Source: an optimization exercise on an open RTL-to-GDS flow (aim: small area). Production flows keep margins and buffers that such runs may drop. The RTL was checked by simulation tests, not by an equivalence proof against the original design. No driver is modelled on the clock port, so clocking that relies on it looks cheaper here than on a real chip. Power is estimated from default activity; no workload was simulated.

## pool_core_mc
module pool_core_mc
#(
    parameter int DATA_WIDTH  = 8,
    parameter int WIN_H       = 3,
    parameter int WIN_W       = 3,
    parameter int CH_NUM      = 4,
    parameter int RECIP_SHIFT = 16
) (
    input  logic                                     clk,
    input  logic                                     reset,
    input  logic                                     din_vld,
    output logic                                     din_rdy,
    input  logic                                     din_mode,
    input  logic [CH_NUM*WIN_H*WIN_W*DATA_WIDTH-1:0] din,
    output logic                                     dout_vld,
    input  logic                                     dout_rdy,
    output logic [CH_NUM*DATA_WIDTH-1:0]             dout
);
    localparam int N     = WIN_H * WIN_W;
    localparam int DEPTH = 5;
    localparam int OW    = CH_NUM * DATA_WIDTH;
    logic                    en;
    logic [DEPTH-1:0]        vld_reg;
    logic                    mode_reg;
    logic [CH_NUM*12-1:0]    word, word_reg;
    logic [OW-1:0]           res;
    logic [DEPTH-2:0][OW-1:0] data_reg;
    assign en       = !vld_reg[DEPTH-1] || dout_rdy;
    assign din_rdy  = en;
    assign dout_vld = vld_reg[DEPTH-1];
    always_ff @(posedge clk or posedge reset) begin
        if (reset) begin
            vld_reg <= '0;
  ...
==> flow/config.mk <==
export PLATFORM = sky130hd
export DESIGN_NAME = pool_core_mc
export DESIGN_NICKNAME = pool_core_mc
export VERILOG_FILES = /design/flow/design.v
export SDC_FILE = /design/flow/constraint.sdc
export NUM_CORES = 4
export LEC_CHECK = 0
export ABC_AREA = 1
export CAP_MARGIN = 20
export CORE_MARGIN = 2
export CORE_UTILIZATION = 40
export SLEW_MARGIN = 20
==> flow/constraint.sdc <==
create_clock -name core_clock -period 6.5 [get_ports {clk}]
set_input_delay 1.3000 -clock core_clock [delete_from_list [all_inputs] [get_ports {clk}]]
set_output_delay 1.3000 -clock core_clock [all_outputs]
set_load 0.01 [all_outputs]
standard.sh (not shown) runs the stock make flow with config.mk's settings and CLKGATE_MAP_FILE= SYNTH_SCRIPT=/design/flow/synth_recipe.tcl, a recipe that flattens the netlist after the stock synthesis.
==> flow/flow/run.sh <==
#!/bin/bash
# The standard ORFS layout, with these changes to how it is built:
#  - synthesis is the standard synthesis script (synth_recipe.tcl and the
#    ORFS synth.tcl it sources), run hierarchically, with three changes made
#    to a copy of ORFS's synth.tcl: ABC maps the combinational logic with
#    flow/abc_map.script (area-recovering mapping under a delay target),
#    except in module pool_lane_a (the first stage's maximum and word
#    select), mapped with flow/abc_map_a.script (the same with a looser
#    delay target), and module pool_lane_b (the second pipeline stage's
#    arithmetic, which has a whole clock cycle), mapped with
#    flow/abc_map_b.script (area mapping);
#    full/half adders are extracted only in the adder network module
#    pool_sum9; and yosys's synth skips its early "abc -fast" (SYNTH_ARGS
#    -noabc) so that extraction sees the adder network as written. Registers
#    are untouched; the design is flattened and renamed as synth_recipe.tcl does;
#  - the port buffers that global placement inserts on every input and output
#    are the small sky130_fd_sc_hd__buf_1 instead of the tool's default pick;
set -euo pipefail
work=$PWD
sed -e 's#^source $::env(SCRIPTS_DIR)/synth_preamble.tcl#&\nset abc_args [lreplace $abc_args 1 1 '"$work"'/flow/abc_map.script]#' \
    -e 's#^  extract_fa {\*}\[dont_use_extract_fa_args\]#& pool_sum9#' \
    -e 's#^  log_cmd abc {\*}$abc_args$#  log_cmd abc {*}[lreplace $abc_args 1 1 '"$work"'/flow/abc_map_a.script] pool_lane_a\n  log_cmd abc {*}[lreplace $abc_args 1 1 '"$work"'/flow/abc_map_b.script] pool_lane_b\n&#' \
    "$FLOW_HOME/scripts/synth.tcl" > "$work/own_synth_orfs.tcl"
grep -q 'extract_fa {\*}\[dont_use_extract_fa_args\] pool_sum9' "$work/own_synth_orfs.tcl"
grep -q 'abc_map.script' "$work/own_synth_orfs.tcl"
grep -q 'abc_map_b.script\] pool_lane_b' "$work/own_synth_orfs.tcl"
grep -q 'abc_map_a.script\] pool_lane_a' "$work/own_synth_orfs.tcl"
sed "s#source \$::env(SCRIPTS_DIR)/synth.tcl#source $work/own_synth_orfs.tcl#" \
    "$work/synth_recipe.tcl" > "$work/own_synth.tcl"
grep -q own_synth_orfs.tcl "$work/own_synth.tcl"
export BUFFER_PORTS_ARGS="-buffer_cell sky130_fd_sc_hd__buf_1"
export GPL_KEEP_OVERFLOW=0
export CTS_ARGS="-sink_clustering_enable -repair_clock_nets -dont_use_dummy_load -buf_list {sky130_fd_sc_hd__clkbuf_8 sky130_fd_sc_hd__clkbuf_16}"
bash standard.sh "SYNTH_SCRIPT=$work/own_synth.tcl" SYNTH_HIERARCHICAL=1 SYNTH_ARGS=-noabc finish > standard_flow.log 2>&1
Other scripts of this flow, unchanged in this note and not shown: flow/flow/abc_map.script, flow/flow/abc_map_a.script, flow/flow/abc_map_b.script
Next try:
--- a/flow/flow/run.sh
+++ b/flow/flow/run.sh
@@ -32,3 +32,4 @@
 export GPL_KEEP_OVERFLOW=0
-export CTS_ARGS="-sink_clustering_enable -repair_clock_nets -dont_use_dummy_load -buf_list {sky130_fd_sc_hd__clkbuf_8 sky130_fd_sc_hd__clkbuf_16}"
+export POST_CTS_TCL="$work/flow/post_cts.tcl"
+export CTS_ARGS="-sink_clustering_enable -repair_clock_nets -dont_use_dummy_load -buf_list {sky130_fd_sc_hd__clkbuf_4 sky130_fd_sc_hd__clkbuf_8}"
 bash standard.sh "SYNTH_SCRIPT=$work/own_synth.tcl" SYNTH_HIERARCHICAL=1 SYNTH_ARGS=-noabc finish > standard_flow.log 2>&1
==> flow/flow/post_cts.tcl (new file) <==
set upsized 0
foreach net [get_nets clknet_*] {
  set loads [get_pins -of_objects $net -filter "direction==input"]
  if { [llength $loads] > 14 } {
    set drv [get_pins -of_objects $net -filter "direction==output"]
    set inst [get_cells -of_objects $drv]
    if { [get_property $inst ref_name] == "sky130_fd_sc_hd__clkbuf_8" } {
      replace_cell $inst sky130_fd_sc_hd__clkbuf_16
      incr upsized
    }
  }
}
puts "post_cts: upsized $upsized clock buffers"
if { $upsized > 0 } {
  detailed_placement
  check_placement -verbose
  estimate_parasitics -placement
}
Flip-flop and latch count does not change.
Clock power decreases by 23%.
Design area stays flat.
First-iteration DRC count increases by 8.6%.
Power decreases by 1.8%.
Next try:
--- a/flow/flow/run.sh
+++ b/flow/flow/run.sh
@@ -31,4 +31,2 @@
 export BUFFER_PORTS_ARGS="-buffer_cell sky130_fd_sc_hd__buf_1"
-export GPL_KEEP_OVERFLOW=0
-export POST_CTS_TCL="$work/flow/post_cts.tcl"
 export CTS_ARGS="-sink_clustering_enable -repair_clock_nets -dont_use_dummy_load -buf_list {sky130_fd_sc_hd__clkbuf_4 sky130_fd_sc_hd__clkbuf_8}"
removed: flow/flow/post_cts.tcl
The changed run ran to the end with no violations.
Routed wire length rose by 1.7%.
Combinational power rose by about 1%.
Utilization rose by 0.18 points.
Register-to-register slack gets worse by 90 ps.
Non-clock buffer count rose by 23.
Cell area rose by 0.40%.
Die area is unchanged.
Maximum frequency rose by 0.62%.

========
== juniper ==
pool_core_mc, a different RTL version from the one above (not shown whole).
Size in the first run: ~1700 cells after synthesis, ~180 flip-flops, ~330 I/O pins, ~18000 um^2 of cells after synthesis.
Settings: LEC_CHECK=0, ABC_AREA=1, CAP_MARGIN=20, CORE_MARGIN=2, CORE_UTILIZATION=40, SLEW_MARGIN=20; clock period 6.5 ns.
==> flow/flow/run.sh <==
#!/bin/bash
set -euo pipefail
work=$PWD
sed -e 's#^source $::env(SCRIPTS_DIR)/synth_preamble.tcl#&\nset abc_args [lreplace $abc_args 1 1 '"$work"'/flow/abc_map.script]#' \
    -e 's#^  extract_fa {\*}\[dont_use_extract_fa_args\]#& pool_sum9#' \
    -e 's#^  log_cmd abc {\*}$abc_args$#  log_cmd abc {*}[lreplace $abc_args 1 1 '"$work"'/flow/abc_map_a.script] pool_lane_a\n  log_cmd abc {*}[lreplace $abc_args 1 1 '"$work"'/flow/abc_map_b.script] pool_lane_b\n&#' \
    "$FLOW_HOME/scripts/synth.tcl" > "$work/own_synth_orfs.tcl"
grep -q 'extract_fa {\*}\[dont_use_extract_fa_args\] pool_sum9' "$work/own_synth_orfs.tcl"
grep -q 'abc_map.script' "$work/own_synth_orfs.tcl"
grep -q 'abc_map_a.script\] pool_lane_a' "$work/own_synth_orfs.tcl"
grep -q 'abc_map_b.script\] pool_lane_b' "$work/own_synth_orfs.tcl"
sed "s#source \$::env(SCRIPTS_DIR)/synth.tcl#source $work/own_synth_orfs.tcl#" \
    "$work/synth_recipe.tcl" > "$work/own_synth.tcl"
grep -q own_synth_orfs.tcl "$work/own_synth.tcl"
export BUFFER_PORTS_ARGS="-buffer_cell sky130_fd_sc_hd__buf_1"
export GPL_KEEP_OVERFLOW=0
export POST_CTS_TCL="$work/flow/post_cts.tcl"
export CTS_ARGS="-sink_clustering_enable -repair_clock_nets -dont_use_dummy_load -buf_list {sky130_fd_sc_hd__clkbuf_4 sky130_fd_sc_hd__clkbuf_8}"
bash standard.sh "SYNTH_SCRIPT=$work/own_synth.tcl" SYNTH_HIERARCHICAL=1 SYNTH_ARGS=-noabc finish > standard_flow.log 2>&1
==> flow/flow/abc_map.script <==
strash
dch
map -D 3000
topo
stime -c
buffer -c
upsize -c
dnsize -c
==> flow/flow/abc_map_a.script <==
strash
dch
amap
topo
stime -c
upsize -c
dnsize -c
==> flow/flow/abc_map_b.script <==
strash
&get -n
&deepsyn -T 30
&put
dch
amap
topo
stime -c
==> flow/flow/post_cts.tcl <==
set upsized 0
foreach net [get_nets clknet_*] {
  set loads [get_pins -of_objects $net -filter "direction==input"]
  if { [llength $loads] > 14 } {
    set drv [get_pins -of_objects $net -filter "direction==output"]
    set inst [get_cells -of_objects $drv]
    if { [get_property $inst ref_name] == "sky130_fd_sc_hd__clkbuf_8" } {
      replace_cell $inst sky130_fd_sc_hd__clkbuf_16
      incr upsized
    }
  }
}
puts "post_cts: upsized $upsized clock buffers"
if { $upsized > 0 } {
  detailed_placement
  check_placement -verbose
  estimate_parasitics -placement
}
Per the final summary, juniper finished and its layout is clean on timing, DRC and antenna.
--- input diff juniper..quartz ---
--- a/flow/flow/run.sh
+++ b/flow/flow/run.sh
@@ -16,4 +16,4 @@
 export GPL_KEEP_OVERFLOW=0
 export POST_CTS_TCL="$work/flow/post_cts.tcl"
-export CTS_ARGS="-sink_clustering_enable -repair_clock_nets -dont_use_dummy_load -buf_list {sky130_fd_sc_hd__clkbuf_4 sky130_fd_sc_hd__clkbuf_8}"
+export CTS_ARGS="-sink_clustering_enable -repair_clock_nets -dont_use_dummy_load -buf_list {sky130_fd_sc_hd__clkbuf_4}"
 bash standard.sh "SYNTH_SCRIPT=$work/own_synth.tcl" SYNTH_HIERARCHICAL=1 SYNTH_ARGS=-noabc finish > standard_flow.log 2>&1
==> flow/flow/post_cts.tcl <==
set resized 0
foreach net [get_nets clknet_*] {
  set loads [llength [get_pins -of_objects $net -filter "direction==input"]]
  set drv [get_pins -of_objects $net -filter "direction==output"]
  set inst [get_cells -of_objects $drv]
  set ref [get_property $inst ref_name]
  set want ""
  if { $loads > 14 } {
    if { $ref != "sky130_fd_sc_hd__clkbuf_16" } { set want sky130_fd_sc_hd__clkbuf_16 }
  } elseif { $loads > 8 } {
    if { $ref == "sky130_fd_sc_hd__clkbuf_4" || $ref == "sky130_fd_sc_hd__clkbuf_2" || $ref == "sky130_fd_sc_hd__clkbuf_1" } {
      set want sky130_fd_sc_hd__clkbuf_8
    }
  }
  if { $want != "" } {
    replace_cell $inst $want
    incr resized
  }
}
puts "post_cts: resized $resized clock buffers"
if { $resized > 0 } {
  detailed_placement
  check_placement -verbose
  estimate_parasitics -placement
}
==> comparison <==
As far as signed area change from the synthesized netlist to the final layout is concerned, quartz and juniper perform about the same. Comparing juniper against quartz, there is no change at all in number of sequential cells. ~same post-detailed-route via-to-cell ratio in juniper and quartz. juniper and quartz ended up with nearly the same net switching power of the design. Of juniper and quartz, juniper shows the higher data arrival time of the critical path, with quartz below it. Summary of quartz over juniper: final worst setup slack grew by 51 ps, final clock period utilization by the worst path shrank by 0.79 points, via count held steady. From juniper to quartz the numbers moved as follows: design area shows no meaningful change; number of global-route vias before repair shows no meaningful change; total length of routed met3 wires shows a reduction of 3.2%.
Changes in raven relative to quartz:
--- a/flow/flow/run.sh
+++ b/flow/flow/run.sh
@@ -16,4 +16,4 @@
 export GPL_KEEP_OVERFLOW=0
 export POST_CTS_TCL="$work/flow/post_cts.tcl"
-export CTS_ARGS="-sink_clustering_enable -repair_clock_nets -dont_use_dummy_load -buf_list {sky130_fd_sc_hd__clkbuf_4}"
+export CTS_ARGS="-sink_clustering_enable -repair_clock_nets -dont_use_dummy_load -buf_list {sky130_fd_sc_hd__clkbuf_4 sky130_fd_sc_hd__clkbuf_8}"
 bash standard.sh "SYNTH_SCRIPT=$work/own_synth.tcl" SYNTH_HIERARCHICAL=1 SYNTH_ARGS=-noabc finish > standard_flow.log 2>&1
==> flow/flow/post_cts.tcl <==
set upsized 0
foreach net [get_nets clknet_*] {
  set loads [get_pins -of_objects $net -filter "direction==input"]
  if { [llength $loads] > 14 } {
    set drv [get_pins -of_objects $net -filter "direction==output"]
    set inst [get_cells -of_objects $drv]
    if { [get_property $inst ref_name] == "sky130_fd_sc_hd__clkbuf_8" } {
      replace_cell $inst sky130_fd_sc_hd__clkbuf_16
      incr upsized
    }
  }
}
puts "post_cts: upsized $upsized clock buffers"
if { $upsized > 0 } {
  detailed_placement
  check_placement -verbose
  estimate_parasitics -placement
}
--- a/flow/config.mk
+++ b/flow/config.mk
@@ -9,4 +9,4 @@
 export CAP_MARGIN = 20
 export CORE_MARGIN = 2
-export CORE_UTILIZATION = 40
+export CORE_UTILIZATION = 55
 export SLEW_MARGIN = 20
Results
quartz: PASS, flow complete, no timing, DRC or antenna violations. raven: no failed stages, no open violations at the end. Diff quartz and raven: number of standard-cell rows in the floorplan lower in raven. Delta(area enclosed by the die boundary, raven - quartz) < 0. In raven, cell count is lower than in quartz. ~same power attributed to sequential cells in quartz and raven. raven vs quartz — placer congestion estimate dropped by a few percent. [compare] base=quartz new=raven: overall global routing resource usage increased by 3.5 points relative to the old numbers; combinational share of power fell 0.3 points; area growth from synthesis to layout lost 1.4 points; worst setup slack went down by 59 ps.

[port drivers added, routing unchanged]
How much do the figures lean on ideal ports? The routed layouts below were timed once more, with nothing changed but the port constraints.
Step 1 sets driving cells, clkbuf_16 on the clock port and buf_2 on the other inputs (assumed; they add their load-dependent delay and slew).
Step 2 adds t to the input delays and takes it off the output delays; t is the mean of the earliest and latest rising clock arrival at the registers after step 1. Input paths then give back, and output paths get back, about the clock's delay inside the block.
a / b / c = no drivers / after step 1 / after step 2; a / b = the first two.
| run | t, ns | setup WS [ns] | cell pins on the clock port's net |
|---|---|---|---|
| the first run of note 1 | 0.454 | 0.308 / 0.326 / -0.128 | 1 |
| the second run of note 1 | 0.419 | 0.272 / 0.297 / -0.122 | 1 |
| the third run of note 1 | 0.477 | 0.311 / 0.333 / -0.143 | 1 |
| juniper | 0.415 | 0.268 / 0.297 / -0.118 | 1 |
| quartz | 0.422 | 0.320 / 0.348 / -0.074 | 1 |
| raven | 0.422 | 0.261 / 0.286 / -0.136 | 1 |
Met with ideal ports but missed after step 2: setup timing in every run listed. For the third run of note 1, which loses most, drivers alone change the setup slack by +0.022 ns; drivers and shift together by -0.454 ns.
